Background: an optimization exercise with open tools, aiming at small area, a short achievable clock period and few clock cycles per item. Do not read the settings as production practice. The RTL was checked by simulation tests, not by an equivalence proof against the original design. No activity file was given, so power comes from the tool's default toggle rates.

==> flow/design.v, too long to show whole: its modules and the start of the top module <==
// module iter_multiplier: 1197 lines
module iter_multiplier (
    input  logic        clk,
    input  logic        rst_n,
    input  logic        mul_start,
    input  logic [63:0] a,
    input  logic [63:0] b,
    input  logic [1:0]  op,
    input  logic        word,
    input  logic        next,
    output logic [63:0] mul_result,
    output logic        mul_ok,
    output logic        busy
);
  // ...
==> flow/run.sh <==
#!/bin/bash
# synth_recipe.tcl (not shown) runs the flow's synth.tcl, then flattens the netlist and writes it again
# the make line also repeats each setting of config.mk as NAME=value (left out here)
make -C /OpenROAD-flow-scripts/flow DESIGN_CONFIG=/design/flow/config.mk WORK_HOME=/design/flow/orfs CLKGATE_MAP_FILE= SYNTH_SCRIPT=/design/flow/synth_recipe.tcl finish
==> flow/config.mk <==
export PLATFORM = sky130hd
export DESIGN_NAME = iter_multiplier
export DESIGN_NICKNAME = iter_multiplier
export VERILOG_FILES = /design/flow/design.v
export SDC_FILE = /design/flow/constraint.sdc
export NUM_CORES = 4
export LEC_CHECK = 0
export CAP_MARGIN = 20
export CORE_MARGIN = 2
export CORE_UTILIZATION = 40
export SETUP_SLACK_MARGIN = 4.7
export SLEW_MARGIN = 20
==> flow/constraint.sdc <==
create_clock -name core_clock -period 7.5 [get_ports {clk}]
set_input_delay 1.5000 -clock core_clock [delete_from_list [all_inputs] [get_ports {clk}]]
set_output_delay 1.5000 -clock core_clock [all_outputs]
set_load 0.01 [all_outputs]
==> out/results.tsv, run 1 <==
metric	value	unit
outcome	no timing/DRC/antenna violations	
Vias	22900	
hold path start	cnt_q[0]	
Avg Synthesized Cell Area	9.73	um^2
vias in the first global route	22500	
crit-path leading delay family	adder cells	
Post-Synth Adder-Cell Area	0.260	
first-pass GRT wire length	141000	um
Worst-Skew Late Latency	0.58	ns
Min Hold Slack	0.457	ns
post-synthesis register bit count	300	
post-CTS resize count	408	
Hold Path Depth	1	
largest net degree at the start of global routing	102	
Bufs and invs on worst path	4	
First-pass DRT Iterations	6	
R2R Setup Slk	4.48	ns
Die Ht	262	um
maximum clock rate	0.331	GHz
crit end category	flop	
setup_tns	0	ns
Top Registers	c_q: 67 flops, s_q: 65 flops	
post-layout min period	3.02	ns
Seq power	2.72	mW
mux share of post-synthesis cell area	0.00853	
Vias/cell	5.90	
internal power	7.71	mW
Top Layer Used	met4	
Ys Warns	1	
power per cell area	409	nW/um^2
post-synthesis simple-gate area fraction	0.108	
GP Congestion	0.942	
Tapcell Cnt	864	
met3 wire length	12600	um
num sequential	300	
H-tree Lvls	2	
Post-Place Worst Slack	3.69	ns
root buffer cell	clkbuf_16	
met2 usage	0.419	
switch share	0.463	
Testbench counts, summed over its fixed seeds: cycles 23,924, items 2,400.
==> run 2: changes to the inputs <==
--- a/flow/config.mk
+++ b/flow/config.mk
@@ -9,4 +9,4 @@
 export CORE_MARGIN = 2
 export CORE_UTILIZATION = 40
-export SETUP_SLACK_MARGIN = 4.7
+export SETUP_SLACK_MARGIN = 4.5
 export SLEW_MARGIN = 20
==> out/results.tsv, run 2 <==
metric	value	unit	change
final setup vio count	0		
hold path start	cnt_q[0]		
Post-DP HPWL	60000	um	
root buffer cell	clkbuf_16		
pins over their slew limit	0		
Setup Crit Path Kind	flop to flop		
R2R Setup Slk	4.48	ns	about the same
DRT antenna net count	0		
Area Growth Syn to Fin	19.7	%	
grt ovf	0		
Vias/cell	5.76		-2.4%
filler cell count	5959		
Max IR drop VDD	0.169	mV	
Multi-input gate area	17300	um^2	
Post-Place Worst Slack	3.67	ns	-0.0243 ns
leakage power	13.5	nW	
Avg Synthesized Cell Area	9.73	um^2	unchanged
commonest non-fill, non-tap cell in the layout	inv_1		
Yosys top cell area share	0.219		
Worst-Skew Late Latency	0.57	ns	about the same
most frequent cells in the layout	inv_1 (350), fa_1 (281), a22oi_1 (269)		
Worst slew margin	0.321		
largest family of logic cells by synthesized area	adder cells		
syn_nets	3242		
most frequent cell after synthesis	inv_1		
Reg-to-Reg Start	one_q[0]		
maximum clock rate	0.331	GHz	-0.19%
First-pass DRT Iterations	6		unchanged
Cell Area, Synth	26600	um^2	
GP Congestion	0.888		-5.7%
Initial Util	0.404		
Final period util	0.403		
I/O Buffers	200		
RSZ-0062 raised after global routing	yes		
largest net degree at the start of global routing	82		-20%
Post-route DRC	0		
Vias	21600		-5.7%
Num CTS Buffers	39		
compound-cell area share of the yosys netlist	0.144		
number of flops mapped to enable cells by yosys	149		
Yosys cell types	74		
first-pass GRT wire length	135000	um	-4.0%
Die ar.	68500	um^2	
asr flop ratio synth	0.0133		
CTS Sinks	300		
Core ar.	65700	um^2	
Commonest cells post-synth	inv_1 (352), fa_1 (291), a22oi_1 (271)		
critical path launch point type	flop		
row count	94		
antenna violations before repair	4		
storage element area	7570	um^2	
max cap viols	0		
synth top area cells	fa_1 (22%), edfxtp_1 (17%), dfxtp_1 (11%)		
ys flop type	edfxtp_1		
final worst slack	4.48	ns	
Largest register FFs	67		
Tot GR Track Use	0.261		
Min-Delay Path Class	flop to flop		
Die Ht	262	um	unchanged
WL final	93400	um	
Ports	201		
outcome	no timing/DRC/antenna violations		
Post-Synth Adder-Cell Area	0.260		unchanged
Ys Warns	1		unchanged
Top Registers	c_q: 67 flops, s_q: 65 flops		
routed len/inst	24.9	um	
CTS tree	built		
post-synthesis simple-gate area fraction	0.108		unchanged
arrival time worst endpoint	3.47	ns	
Critical Path Start	one_q[0]		
Worst Skew	0.0235	ns	
Post-Synthesis Cells	2730		
Reg with most FFs	c_q		
power per cell area	409	nW/um^2	about the same
Synth Area in XOR/XNOR	0.111		
H-tree Lvls	2		unchanged
Critical Path RT	7.95	ns	
setup_tns	0	ns	unchanged
initial drt markers	2376		
post-synthesis register bit count	300		unchanged
Max FO, Critical Path	6		
crit end category	flop		
post-layout min period	3.02	ns	+0.00581 ns
vias in the first global route	22000		-2.0%
mux share of post-synthesis cell area	0.00853		unchanged
share of cells above drive strength 1	0.0983		
hold buffers post-CTS	0		
Die Wd	262	um	
fin nets	3372		
leading area contributor after synthesis	fa_1		
post-synthesis sequential area ratio	0.283		
clk slew on worst S/H paths	0.06	ns	
Worst-Margin Slew	1.02	ns	
Max clock buf depth	3		
final hold violation count	0		
==> run 2: cell counts after synthesis <==
No cell type changed its count.
==> run 2: report_power, final <==
part | internal, mW | switching, mW
Clock | 1.10 | 0.769
Sequential | 2.25 | 0.409
Combinational | 3.62 | 4.87
==> run 2: final cells by class <==
class,instances,share of cell area
Clock inverter,15,0.00342
Clock buffer,56,0.0360
Sequential cell,300,0.238
Antenna cell,2,0.000157
Inverter,353,0.0421
Tap cell,864,0.0340
Multi-Input combinational cell,1855,0.544
Timing Repair Buffer,311,0.102
==> run 2: cells by family (layout without fill, tap and decap cells) <==
| kind of cell | Yosys count | in the layout |
|---|---|---|
| buffers and inverters | 575 | 735 |
| and+or+nand+nor | 567 | 567 |
| AOI/OAI and AO/OA | 551 | 551 |
| adders and majority gates | 377 | 377 |
| xor gates and xnor gates | 338 | 338 |
| DFF | 300 | 300 |
| muxes | 22 | 22 |
| other | 0 | 2 |
==> run 2: timing repair <==
action,in CTS,in global routing
resized for setup,89,100
buffers inserted,61,22
pin swaps,8,49
endpoints found under the setup margin,224,161
gates cloned,0,8
==> run 2: per-stage QoR <==
stage / power, mW / cells / instance area [um^2] / util / hold slack, ns
after floorplan: 8.21 / 2730 / 26600 / - / 0.417
after global placement: 10.4 / 3592 / 28900 / 0.440 / 0.429
after detailed placement: 10.6 / 3592 / 28900 / 0.440 / 0.444
after CTS: 12.7 / 3724 / 30900 / 0.471 / 0.455
after global routing: 14.3 / 3754 / 31800 / 0.484 / 0.479
final: 13.0 / 3756 / 31800 / 0.484 / 0.460
==> run 2: worst paths after layout <==
kind,depth (start not counted),to
max,9,c_q[47]
min,1,cnt_q[0]
max reg2reg,9,c_q[47]
min reg2reg,1,cnt_q[0]
max in group asynchronous,1,busy_q
min in group asynchronous,1,fix_q
==> run 2: critical path, cell delays in order (launching register included) <==
cell,delay [ns]
dfxtp_4,0.52
buf_6,0.15
clkbuf_16,0.15
a22oi_1,0.10
xor2_1,0.19
fa_1,0.56
inv_1,0.08
fa_1,0.52
fa_1,0.49
and2_1,0.15
==> run 2: metal layers <==
| metal | global-route usage | vias up | part of all wire |
|---|---|---|---|
| met5 | 0 | - | 0.0013 |
| met4 | 0.107 | 6 | 0.045 |
| met3 | 0.0639 | 257 | 0.11 |
| met2 | 0.390 | 1260 | 0.43 |
| met1 | 0.362 | 10700 | 0.41 |
| li1 | - | 9359 | - |

re-timing with driven ports:
How much do the figures lean on ideal ports? The routed layouts below were timed once more, with nothing changed but the port constraints. Step 1, drivers: a clkbuf_16 drives clk and a buf_2 each remaining input, both assumed. Step 2 also shifts input and output timing later by t, the mid clock arrival at the registers, as if the neighbouring blocks saw the same clock. a / b / c = ideal / step 1 / step 2; a / b = the first two.
run | t (ns) | setup WS [ns] | hold WS [ns] | latest minus earliest clock arrival (ns) | worst data-port slew with drivers (ns)
run 1 | 0.629 | 4.481 / 4.481 / 4.426 | 0.457 / 0.457 / 0.457 | 0.029 / 0.028 | 0.05
run 2 | 0.617 | 4.475 / 4.475 / 4.424 | 0.460 / 0.460 / 0.460 | 0.024 / 0.024 | 0.05
After both steps setup and hold are still met in every run listed. The setup slack of run 1, which loses most, moves by 0.000 ns with the drivers and by -0.055 ns with both steps.
